Background: an optimization exercise with open tools, aiming at small area, a short achievable clock period and few clock cycles per item. Do not read the settings as production practice.
Only simulation tests tie the RTL to the original design; equivalence was not proved.
Power is estimated from default activity; no workload was simulated.

Setup of run A:
Design cakeField, start of the top module:
module cakeField
(
	input logic update,
	input logic rst,
	input logic step,
	input logic pixelReq,
	input logic [9:0] pixelX,
	input logic [9:0] pixelY,
	output logic pixelAck,
	output logic hitReq,
	output logic [23:0] hitMask,
	input logic hitAck
);
Size: roughly 940 cells after synthesis, about 120 flip-flops, ~51 I/O pins, ~8000 µm² of cells after synthesis.
==> flow/config.mk <==
export PLATFORM = sky130hd
export DESIGN_NAME = cakeField
export DESIGN_NICKNAME = cakeField
export VERILOG_FILES = /design/flow/design.v
export SDC_FILE = /design/flow/constraint.sdc
export NUM_CORES = 4
export LEC_CHECK = 0
export CAP_MARGIN = 20
export CORE_MARGIN = 2
export CORE_UTILIZATION = 40
export SETUP_SLACK_MARGIN = 2.6
export SLEW_MARGIN = 20
==> flow/constraint.sdc <==
create_clock -name core_clock -period 4.5 [get_ports {update}]
set_input_delay 0.9000 -clock core_clock [delete_from_list [all_inputs] [get_ports {update}]]
set_output_delay 0.9000 -clock core_clock [all_outputs]
set_load 0.01 [all_outputs]
standard.sh (not shown) runs the stock make flow with config.mk's settings and CLKGATE_MAP_FILE= SYNTH_SCRIPT=/design/flow/synth_recipe.tcl, a recipe that flattens the netlist after the stock synthesis.
==> flow/flow/run.sh <==
#!/bin/bash
# Own layout flow: the standard flow, with the port buffers made from
# plain buffers (the standard flow picks a slow delay cell for them) and
# with the resizer free to swap a cell for one of another footprint.
# Synthesis is the standard one, run unchanged.
set -euo pipefail
bash standard.sh synth > synth.log 2>&1
bash standard.sh \
	"BUFFER_PORTS_ARGS=-buffer_cell sky130_fd_sc_hd__buf_4" \
	MATCH_CELL_FOOTPRINT=0 \
	finish > layout.log 2>&1
Testbench counts of run A, summed over its fixed seeds: cycles 7,096, queries 3,072.
--- input diff run A..run B ---
# run A
export LEC_CHECK = 0
export CAP_MARGIN = 20
export CORE_MARGIN = 2
export CORE_UTILIZATION = 40
export SETUP_SLACK_MARGIN = 2.6
export SLEW_MARGIN = 20
create_clock -name core_clock -period 4.5 [get_ports {update}]
# run B
export LEC_CHECK = 0
export CAP_MARGIN = 20
export CORE_MARGIN = 2
export CORE_UTILIZATION = 40
export SETUP_SLACK_MARGIN = 2.3
export SLEW_MARGIN = 20
create_clock -name core_clock -period 4.5 [get_ports {update}]
-- flow/flow/run.sh --
<<< run A, line 4
# with the resizer free to swap a cell for one of another footprint.
# Synthesis is the standard one, run unchanged.
set -euo pipefail
>>> run B, line 4
# with the resizer free to swap a cell for one of another footprint.
# After global routing the resizer gives back area on gates off the
# critical paths (RECOVER_POWER). Synthesis is the standard one, run unchanged.
set -euo pipefail
<<< run A, line 10
	MATCH_CELL_FOOTPRINT=0 \
	finish > layout.log 2>&1
>>> run B, line 11
	MATCH_CELL_FOOTPRINT=0 \
	RECOVER_POWER=100 \
	finish > layout.log 2>&1
## What came out
Per the comparison of run B with run A, clock buffer count in the final layout has decreased, setup slack went down 0.90 ns, final standard cell area without fillers went down about 8%, layout-stage area growth over the synthesis result now sits lower, overall routing resource usage decreased by 0.73 points relative to the old numbers.
Run A ended up with hitTester.hitCake[2] as its end point of the critical path; run B ended up with gLane[3].lane.count[8].
## Diff of input files: run C against run B
# run B
export LEC_CHECK = 0
export CAP_MARGIN = 20
export CORE_MARGIN = 2
export CORE_UTILIZATION = 40
export SETUP_SLACK_MARGIN = 2.3
export SLEW_MARGIN = 20
create_clock -name core_clock -period 4.5 [get_ports {update}]
# run C
export LEC_CHECK = 0
export CAP_MARGIN = 20
export CORE_MARGIN = 2
export CORE_UTILIZATION = 40
export CTS_BUF_LIST = sky130_fd_sc_hd__clkbuf_8
export SETUP_SLACK_MARGIN = 2.2
export SLEW_MARGIN = 20
create_clock -name core_clock -period 4.5 [get_ports {update}]
==> flow/flow/run.sh <==
#!/bin/bash
# Own layout flow: the standard flow, with the port buffers made from
# plain buffers (the standard flow picks a slow delay cell for them) and
# with the resizer free to swap a cell for one of another footprint.
# Synthesis is the standard one, run unchanged.
set -euo pipefail
bash standard.sh synth > synth.log 2>&1
bash standard.sh \
	"BUFFER_PORTS_ARGS=-buffer_cell sky130_fd_sc_hd__buf_4" \
	MATCH_CELL_FOOTPRINT=0 \
	finish > layout.log 2>&1
==> run notes <==
Run C ended with less total met2 wirelength after detailed routing than run B.
Changes observed in run C relative to run B: relative slew slack went up 14 points; footprint of the multi-input gates went down 2.5%.
Max insertion delay to the later sink of the worst-skew pair across run B and run C: run C
The footprint of the flip-flops and latches of run C and that of run B are within noise of each other.
Against run B, run C reports a final cell count without fillers that is lower.
Taking run B over run C, the total power of the final layout ratio works out to 1.20.
Combinational share of power ended up 1.0 points higher on run C than on run B.
When run C is set beside run B, its via count of the first global-routing pass turns out to be 4.6% smaller.
Diff run B -> run C: part of the cycle the worst path needs fell 17 points; final weighted congestion in routability-driven placement rose by 3.4%.
### run C -> run D
# run C
export LEC_CHECK = 0
export CAP_MARGIN = 20
export CORE_MARGIN = 2
export CORE_UTILIZATION = 40
export CTS_BUF_LIST = sky130_fd_sc_hd__clkbuf_8
export SETUP_SLACK_MARGIN = 2.2
export SLEW_MARGIN = 20
create_clock -name core_clock -period 4.5 [get_ports {update}]
# run D
export LEC_CHECK = 0
export CAP_MARGIN = 20
export CORE_MARGIN = 2
export CORE_UTILIZATION = 40
export CTS_BUF_LIST = sky130_fd_sc_hd__clkbuf_4 sky130_fd_sc_hd__clkbuf_8
export SETUP_SLACK_MARGIN = 2.2
export SLEW_MARGIN = 20
create_clock -name core_clock -period 4.5 [get_ports {update}]
==> flow/flow/run.sh <==
#!/bin/bash
# Own layout flow: the standard flow, with the port buffers made from
# plain buffers (the standard flow picks a slow delay cell for them) and
# with the resizer free to swap a cell for one of another footprint.
# Synthesis is the standard one except that it leaves adders to ABC
# instead of mapping them to the library's full/half adder cells
# (ADDER_MAP_FILE empty); registers and their names are unchanged.
set -euo pipefail
bash standard.sh ADDER_MAP_FILE= synth > synth.log 2>&1
bash standard.sh \
	ADDER_MAP_FILE= \
	"BUFFER_PORTS_ARGS=-buffer_cell sky130_fd_sc_hd__buf_2" \
	MATCH_CELL_FOOTPRINT=0 \
	finish > layout.log 2>&1
### Flow results
Diff run C -> run D: die outline width saw a decrease, synthesized instance count saw a decrease.
Run C has lower utilization after layout than run D.
Measured against each other, run C and run D differ in mean instance size in the synthesized netlist, the higher figure coming from run C.
Inputs modified between run D and run E:
# run D
export LEC_CHECK = 0
export CAP_MARGIN = 20
export CORE_MARGIN = 2
export CORE_UTILIZATION = 40
export CTS_BUF_LIST = sky130_fd_sc_hd__clkbuf_4 sky130_fd_sc_hd__clkbuf_8
export SETUP_SLACK_MARGIN = 2.2
export SLEW_MARGIN = 20
create_clock -name core_clock -period 4.5 [get_ports {update}]
# run E
export LEC_CHECK = 0
export CAP_MARGIN = 20
export CORE_MARGIN = 2
export CORE_UTILIZATION = 40
export SETUP_SLACK_MARGIN = 2.3
export SLEW_MARGIN = 20
create_clock -name core_clock -period 4.5 [get_ports {update}]
==> flow/flow/run.sh <==
#!/bin/bash
# Own layout flow: the standard flow, with the port buffers made from
# plain buffers (the standard flow picks a slow delay cell for them) and
# with the resizer free to swap a cell for one of another footprint.
# Synthesis is the standard one, run unchanged.
set -euo pipefail
bash standard.sh synth > synth.log 2>&1
bash standard.sh \
	"BUFFER_PORTS_ARGS=-buffer_cell sky130_fd_sc_hd__buf_4" \
	MATCH_CELL_FOOTPRINT=0 \
	finish > layout.log 2>&1
==> comparison <==
The total power in run E was higher than what run D gave.
From run D to run E the numbers moved as follows: maximum operating frequency went up, multiplexer area fraction after synthesis did not really move, register-to-register setup slack went up, die span in y went up.

[port drivers added, routing unchanged]
No port has a modelled driver above. Below, the same layouts with a new extraction and two added sets of constraints. Step 1, drivers: a clkbuf_16 drives update and a buf_2 each remaining input, both assumed. Step 2, shift: input delay + t, output delay - t, t = (earliest + latest rising clock arrival at the registers) / 2. This alone moves slack from input paths to output paths. Three values: ideal, step 1, step 2; two values: the first two.
| run | t (ns) | setup WS [ns] | worst data-port slew with drivers (ns) |
|---|---|---|---|
| run A | 0.464 | 2.340 / 2.316 / 2.010 | 0.05 |
| run B | 0.460 | 1.442 / 1.449 / 0.989 | 0.03 |
| run C | 0.491 | 2.207 / 2.207 / 1.894 | 0.05 |
| run D | 0.472 | 2.183 / 2.183 / 1.742 | 0.05 |
| run E | 0.459 | 2.275 / 2.275 / 1.955 | 0.03 |
After both steps every run listed still meets setup and hold. The setup slack of run B, which loses most, moves by +0.007 ns with the drivers and by -0.453 ns with both steps.
